Background: an optimization exercise with open tools, aiming at small area and a short achievable clock period. Do not read the settings as production practice. Where RTL was checked, it was by simulation tests only, not by an equivalence proof against the original. No driver is modelled on the clock port, so clock power and skew are understated where the tree is cut down; a real chip needs a root buffer or a tree.

==> run A: inputs <==
Design wav_riff_stream_parser, start of the top module:
module wav_riff_stream_parser (
    input  wire             clk,
    input  wire             rst_n,
    input  wire             bytes_valid,
    output wire             bytes_ready,
    input  wire  [7:0]      bytes_in_byte,
    input  wire             bytes_end_of_file,
    output wire             results_valid,
    input  wire             results_ready,
    output wire  [1:0]      results_out_kind,
    output wire  [15:0]     results_sample_word,
    output wire  [1:0]      results_channel_count,
    output wire  [4:0]      results_sample_bits,
    output wire  [31:0]     results_sample_rate_hz,
    output wire  [2:0]      results_error_code,
    output wire             results_last_of_file
);
Settings: LEC_CHECK=0, ABC_AREA=1, CAP_MARGIN=20, CORE_MARGIN=2, CORE_UTILIZATION=40, SETUP_SLACK_MARGIN=3.7, SLEW_MARGIN=20; clock period 6.0 ns.
standard.sh (not shown) runs the stock make flow with config.mk's settings and CLKGATE_MAP_FILE= SYNTH_SCRIPT=/design/flow/synth_recipe.tcl, a recipe that flattens the netlist after the stock synthesis.
==> flow/flow/run.sh <==
#!/bin/bash
# The standard layout (the standard.sh: standard synthesis and ORFS flow),
# with two changes: the port buffers are buf_1 cells, and the clock tree is
# two levels of clock buffers built by flow/pre_cts.tcl instead of
# TritonCTS, whose root buffer drives leaves spread over the whole die. Each tool's full output stays in ORFS's own logs
# under orfs/logs; make's output goes to flow_make.log here.
set -euo pipefail
here=$(pwd)
bash standard.sh "BUFFER_PORTS_ARGS=-buffer_cell sky130_fd_sc_hd__buf_1" \
  "PRE_CTS_TCL=$here/flow/pre_cts.tcl" finish > flow_make.log 2>&1
==> flow/flow/pre_cts.tcl <==
# Sourced by ORFS's cts.tcl before clock tree synthesis (PRE_CTS_TCL).
# Replaces TritonCTS's tree by a shallower balanced one: the clock port drives
# four top buffers (one per k-means cluster of flip-flops), each of which
# drives leaf buffers, one per sub-cluster of at most 20 flip-flops.
source [file join [file dirname [info script]] mytree2.tcl]
my_clock_tree2 4 20 sky130_fd_sc_hd__clkbuf_8 sky130_fd_sc_hd__clkbuf_8
rename clock_tree_synthesis triton_clock_tree_synthesis
proc clock_tree_synthesis { args } {
  puts "clock_tree_synthesis: tree built by pre_cts.tcl, TritonCTS not run"
  set_propagated_clock [all_clocks]
}
Other scripts of this flow, unchanged in this note and not shown: flow/flow/mytree2.tcl
==> run C (differences from run A) <==
==> flow/flow/pre_cts.tcl (replaced) <==
# Sourced by ORFS's cts.tcl before clock tree synthesis (PRE_CTS_TCL).
# Replaces TritonCTS's tree by a shallower balanced one: the clock port drives
# four top buffers (one per k-means cluster of flip-flops), each of which
# drives leaf buffers, one per sub-cluster of at most 14 flip-flops.
source [file join [file dirname [info script]] mytree2.tcl]
my_clock_tree2 4 14 sky130_fd_sc_hd__clkbuf_8 sky130_fd_sc_hd__clkbuf_8
rename clock_tree_synthesis triton_clock_tree_synthesis
proc clock_tree_synthesis { args } {
  puts "clock_tree_synthesis: tree built by pre_cts.tcl, TritonCTS not run"
  set_propagated_clock [all_clocks]
}
--- a/flow/config.mk
+++ b/flow/config.mk
@@ -6,8 +6,8 @@
 export NUM_CORES = 4
 export LEC_CHECK = 0
 export ABC_AREA = 1
 export CAP_MARGIN = 20
 export CORE_MARGIN = 2
-export CORE_UTILIZATION = 40
-export SETUP_SLACK_MARGIN = 3.7
+export CORE_UTILIZATION = 25
+export SETUP_SLACK_MARGIN = 3.8
 export SLEW_MARGIN = 20
==> run D (differences from run A) <==
--- a/flow/design.v
+++ b/flow/design.v
@@ -80,23 +80,23 @@
     output wire             results_last_of_file
 );
     localparam logic [1:0] KIND_FORMAT = wrp_pkg::KIND_FORMAT;
     localparam logic [1:0] KIND_SAMPLE = wrp_pkg::KIND_SAMPLE;
     localparam logic [1:0] KIND_ERROR  = wrp_pkg::KIND_ERROR;
-    localparam logic [5:0] PH_HDR   = 6'b000001;
-    localparam logic [5:0] PH_CHK   = 6'b000010;
-    localparam logic [5:0] PH_FMT   = 6'b000100;
-    localparam logic [5:0] PH_SKIP  = 6'b001000;
-    localparam logic [5:0] PH_DATA  = 6'b010000;
-    localparam logic [5:0] PH_DRAIN = 6'b100000;
+    localparam logic [2:0] PH_HDR   = 3'd0;
+    localparam logic [2:0] PH_CHK   = 3'd1;
+    localparam logic [2:0] PH_FMT   = 3'd2;
+    localparam logic [2:0] PH_SKIP  = 3'd3;
+    localparam logic [2:0] PH_DATA  = 3'd4;
+    localparam logic [2:0] PH_DRAIN = 3'd5;
     logic [1:0]  step;
     logic        ready_q;
     logic        ready_o;             
     logic        proc;                
     logic        dec;                 
     logic        outv;
-    logic [5:0]  phase;
+    logic [2:0]  phase;
     logic [4:0]  cnt;
     logic        swapped;
     logic        seen;
     logic [7:0]  r0, r1, r2, r3;      
     logic [7:0]  c0, c1, c2, c3;      
@@ -131,15 +131,15 @@
     assign st0  = (step == 2'd0);
     assign st3  = (step == 2'd3);
     assign upd0 = proc && st0;
     assign pfin = proc && st3;
     logic ph_hdr, ph_chk, ph_fmt, ph_skip, ph_data;
-    assign ph_hdr  = phase[0];
-    assign ph_chk  = phase[1];
-    assign ph_fmt  = phase[2];
-    assign ph_skip = phase[3];
-    assign ph_data = phase[4];
+    assign ph_hdr  = (phase == PH_HDR);
+    assign ph_chk  = (phase == PH_CHK);
+    assign ph_fmt  = (phase == PH_FMT);
+    assign ph_skip = (phase == PH_SKIP);
+    assign ph_data = (phase == PH_DATA);
     logic        b16;
     logic        data8;
     logic        hsel;
     logic [7:0]  b;
     logic [1:0]  k;
@@ -281,18 +281,13 @@
                 5'b01110: e_a = 8'h61;
                 default:  e_a = 8'h64;
             endcase
         end
     end
-    logic mlo, mhi;
     always_ff @(posedge clk)
-    begin
-        mlo <= (b[3:0] == e_a[3:0]);
-        mhi <= (b[7:4] == e_a[7:4]);
         if (proc && (step == 2'd1) && id_byte)
-            ma <= ((k == 2'd0) || ma) && mlo && mhi;
-    end
+            ma <= ((k == 2'd0) || ma) && (b == e_a);
     logic id_byte, fmt_start, rate_wr;
     assign id_byte   = (ph_hdr && (cnt[3:2] != 2'd1)) || (ph_chk && !cnt[2]);
     assign fmt_start = ph_chk && (cnt == 5'd7) && ma && !mb && !seen;
     assign rate_wr   = upd0 && ph_fmt && (cnt[4:2] == 3'd1);
     logic d_hdr_r, d_hdr_w, d_hdr3, d_hdr11, d_chk0z, d_chk_adv, d_sz;
@@ -309,14 +304,15 @@
     assign d_fmtge16 = ph_fmt && cnt[4];
     assign d_skip    = ph_skip;
     assign d_d8      = ph_data && !b16;
     assign d_d16lo   = ph_data && b16 && !cnt[0];
     assign d_d16hi   = ph_data && b16 && cnt[0];
-    assign d_drain   = phase[5];
+    assign d_drain   = !(ph_hdr || ph_chk || ph_fmt || ph_skip || ph_data);
     logic s_hdr_r, s_hdr_w, s_hdr3, s_hdr11, s_chk0z, s_chk_adv, s_sz;
     logic s_fmt15, s_fmtlt15, s_fmtge16, s_skip, s_d8, s_d16lo, s_d16hi, s_drain;
     logic ok;
+    assign ok = tagok && (chan_q != 2'd0) && (bits_q != 2'd0);
     assign s_hdr_r   = d_hdr_r;
     assign s_hdr_w   = d_hdr_w;
     assign s_hdr3    = d_hdr3;
     assign s_hdr11   = d_hdr11;
     assign s_chk0z   = d_chk0z;
@@ -330,11 +326,10 @@
     assign s_d16hi   = d_d16hi;
     assign s_drain   = d_drain;
     always_ff @(posedge clk)
     begin
         s_sz      <= d_sz;
-        ok        <= tagok && (chan_q != 2'd0) && (bits_q != 2'd0);
     end
     logic chanz;
     assign chanz = (chan_q == 2'd0);
     logic emit_ne, emit_e, emit, sample, format, last;
     logic g_a, g_1, g_2, g_f, g_7;
@@ -356,11 +351,11 @@
     assign g_7   = (s_fmt15 && ok && eof_q) || s_d16lo;
     assign err[2] = (g_a && seen) || g_f || g_7;
     assign err[1] = g_a || g_2 || (g_f && tagok && !chanz) || g_7;
     assign err[0] = g_a || g_1 || (g_f && tagok && chanz) || g_7;
     logic go_drain, go_chk;
-    logic [5:0] ph_n;
+    logic [2:0] ph_n;
     logic [4:0] cnt_n, cnt_inc;
     logic c_inc, c_one, c_zero;
     assign go_drain = (emit_ne && !sample && !(s_fmt15 && ok)) ||
                       (s_d8 && cl) || (s_d16hi && clt3);
     assign go_chk   = (s_hdr11 && ma) || (((s_fmt15 && ok) || s_fmtge16 || s_skip) && cl);
@@ -372,11 +367,11 @@
     assign c_zero  = s_hdr11 || (s_fmt15 && ok && cl) || (s_fmtge16 && cl) || s_d16hi;
     assign cnt_n   = c_inc ? cnt_inc : c_one ? 5'd1 : c_zero ? 5'd0 : cnt;
     logic fmtk, datk, othk;
     logic sz_wz, sz_ed, sz_tb, sz_emit;
     logic [2:0] sz_err;
-    logic [5:0] sz_ph;
+    logic [2:0] sz_ph;
     assign fmtk   = ma && !mb && !seen;
     assign datk   = ma && mb;
     assign othk   = !fmtk && !datk;
     assign sz_wz  = cl && !c3[0];
     assign sz_ed  = b16 ? cl : sz_wz;
==> flow/flow/pre_cts.tcl (replaced) <==
# Sourced by ORFS's cts.tcl before clock tree synthesis (PRE_CTS_TCL).
# Replaces TritonCTS's tree by a shallower balanced one: the clock port drives
# four top buffers (one per k-means cluster of flip-flops), each of which
# drives leaf buffers, one per sub-cluster of at most 14 flip-flops.
source [file join [file dirname [info script]] mytree2.tcl]
my_clock_tree2 4 14 sky130_fd_sc_hd__clkbuf_8 sky130_fd_sc_hd__clkbuf_8
rename clock_tree_synthesis triton_clock_tree_synthesis
proc clock_tree_synthesis { args } {
  puts "clock_tree_synthesis: tree built by pre_cts.tcl, TritonCTS not run"
  set_propagated_clock [all_clocks]
}
--- a/flow/config.mk
+++ b/flow/config.mk
@@ -7,7 +7,7 @@
 export LEC_CHECK = 0
 export ABC_AREA = 1
 export CAP_MARGIN = 20
 export CORE_MARGIN = 2
 export CORE_UTILIZATION = 40
-export SETUP_SLACK_MARGIN = 3.7
+export SETUP_SLACK_MARGIN = 3.75
 export SLEW_MARGIN = 20
==> run X (differences from run A) <==
--- a/flow/design.v
+++ b/flow/design.v
@@ -109,10 +109,11 @@
     logic        tagok;
     logic [1:0]  chan_q;
     logic [1:0]  bits_q;              
     logic [31:0] rate_q;
     logic [15:0] word_q;
+    logic [7:0]  b_q;                 
     logic        eof_q;
     logic        cand0;               
     logic        r_load, c_load;      
     logic [1:0]  kind_q;
     logic [2:0]  err_q;
@@ -146,18 +147,18 @@
     logic [1:0]  tgt;
     assign b16   = bits_q[1];
     assign data8 = ph_data && !b16;
     assign hsel  = (cnt[0] ^ swapped) &&
                    ((ph_fmt && (cnt[4:2] != 3'd1)) || (ph_data && b16));
-    assign b     = word_q[7:0];
+    assign b     = b_q;
     assign k     = cnt[1:0];
     assign tgt   = cnt[1:0] ^ {swapped, swapped};
     logic f1, f2, f8, f16;
-    assign f1  = (word_q == 16'd1);
-    assign f2  = (word_q == 16'd2);
-    assign f8  = (word_q == 16'd8);
-    assign f16 = (word_q == 16'd16);
+    assign f1  = ({word_q[15:8], b_q} == 16'd1);
+    assign f2  = ({word_q[15:8], b_q} == 16'd2);
+    assign f8  = ({word_q[15:8], b_q} == 16'd8);
+    assign f16 = ({word_q[15:8], b_q} == 16'd16);
     logic       r_dec, c_dec;
     logic       r_bin, c_bin, k_bin;
     logic       accept, nxt_proc;
     logic [7:0] r_alu, c_alu, w_sl;
     logic [7:0] r_bw, c_bw;
@@ -454,10 +455,12 @@
                 word_q <= {8'd0, bytes_in_byte};
             else if (hsel)
                 word_q[15:8] <= bytes_in_byte;
             else
                 word_q[7:0] <= bytes_in_byte;
+            if (!hsel)
+                b_q <= bytes_in_byte;
         end
         else if (dec && (s_sz || (emit_q && (kind_q != KIND_SAMPLE))))
             word_q <= 16'd0;
         if (upd0)
         begin
==> flow/flow/pre_cts.tcl (replaced) <==
# Sourced by ORFS's cts.tcl before clock tree synthesis (PRE_CTS_TCL).
# Replaces TritonCTS's tree by a shallower balanced one: the clock port drives
# four top buffers (one per k-means cluster of flip-flops), each of which
# drives leaf buffers, one per sub-cluster of at most 14 flip-flops.
source [file join [file dirname [info script]] mytree2.tcl]
my_clock_tree2 4 14 sky130_fd_sc_hd__clkbuf_8 sky130_fd_sc_hd__clkbuf_8
rename clock_tree_synthesis triton_clock_tree_synthesis
proc clock_tree_synthesis { args } {
  puts "clock_tree_synthesis: tree built by pre_cts.tcl, TritonCTS not run"
  set_propagated_clock [all_clocks]
}
--- a/flow/config.mk
+++ b/flow/config.mk
@@ -7,7 +7,7 @@
 export LEC_CHECK = 0
 export ABC_AREA = 1
 export CAP_MARGIN = 20
 export CORE_MARGIN = 2
 export CORE_UTILIZATION = 40
-export SETUP_SLACK_MARGIN = 3.7
+export SETUP_SLACK_MARGIN = 4.0
 export SLEW_MARGIN = 20
==> flow_metrics.tcl <==
set metrics [dict create \
    min_to "r2[6]" \
    status "finished clean" \
    synthAdderAreaFrac_pct 3.10 \
    crit_end "results_sample_word[15]" \
    vias 6067 \
    grt_use_total_pct 18.5 \
    diodes 0 \
    design_area_um2 8830 \
    switchingPower_mw 0.475 \
    die_h_um 139 \
    multi_input_gates 547 \
    finalWirelength_um 18800 \
]
That was run X.
==> flow_metrics.tcl <==
set metrics [dict create \
    vias 5800 \
    min_to "r3[6]" \
    synthAdderAreaFrac_pct 3.21 \
    grt_use_total_pct 19.6 \
    switchingPower_mw 0.449 \
    status "finished clean" \
]
That was run A.
==> flow_metrics.tcl <==
set metrics [dict create \
    status "finished clean" \
    crit_end "results_sample_word[3]" \
    design_area_um2 8090 \
    finalWirelength_um 19700 \
    min_to "c1[1]" \
    synthAdderAreaFrac_pct 3.21 \
    vias 5890 \
]
That was run C.
==> flow_metrics.tcl <==
set metrics [dict create \
    diodes 0 \
    design_area_um2 7840 \
    status "finished clean" \
    switchingPower_mw 0.537 \
    finalWirelength_um 18400 \
    die_h_um 136 \
    vias 5870 \
]
That was run D.
Function not checked in run D and run X: the RTL went through the layout flow alone. In every run of this note, the design's own scripts or RTL, not TritonCTS, make the clock network.

[separate check: timing with driven ports]
No port has a modelled driver above. Below, the same layouts with a new extraction and two added sets of constraints.
Step 1: set_driving_cell puts a clkbuf_16 on clk and a buf_2 on each other input, an assumption about the parent block.
Step 2, shift: input delay + t, output delay - t, t = (earliest + latest rising clock arrival at the registers) / 2. This alone moves slack from input paths to output paths.
a / b / c = no drivers / after step 1 / after step 2; a / b = the first two.
run | shift t [ns] | setup WS [ns] | hold WS [ns] | latest minus earliest clock arrival (ns) | worst slew at a driven data input, ns
run A | 0.363 | 3.752 / 3.674 / 3.866 | 0.321 / 0.321 / 0.321 | 0.034 / 0.034 | 0.03
run C | 0.367 | 3.806 / 3.724 / 3.873 | 0.297 / 0.297 / 0.297 | 0.047 / 0.048 | 0.04
run D | 0.370 | 3.770 / 3.698 / 3.914 | 0.326 / 0.326 / 0.326 | 0.065 / 0.066 | 0.04
run X | 0.366 | 3.930 / 3.855 / 3.816 | 0.320 / 0.320 / 0.320 | 0.058 / 0.058 | 0.04
After both steps every run listed still meets setup and hold. For run X, which loses most, drivers alone change the setup slack by -0.075 ns; drivers and shift together by -0.114 ns.
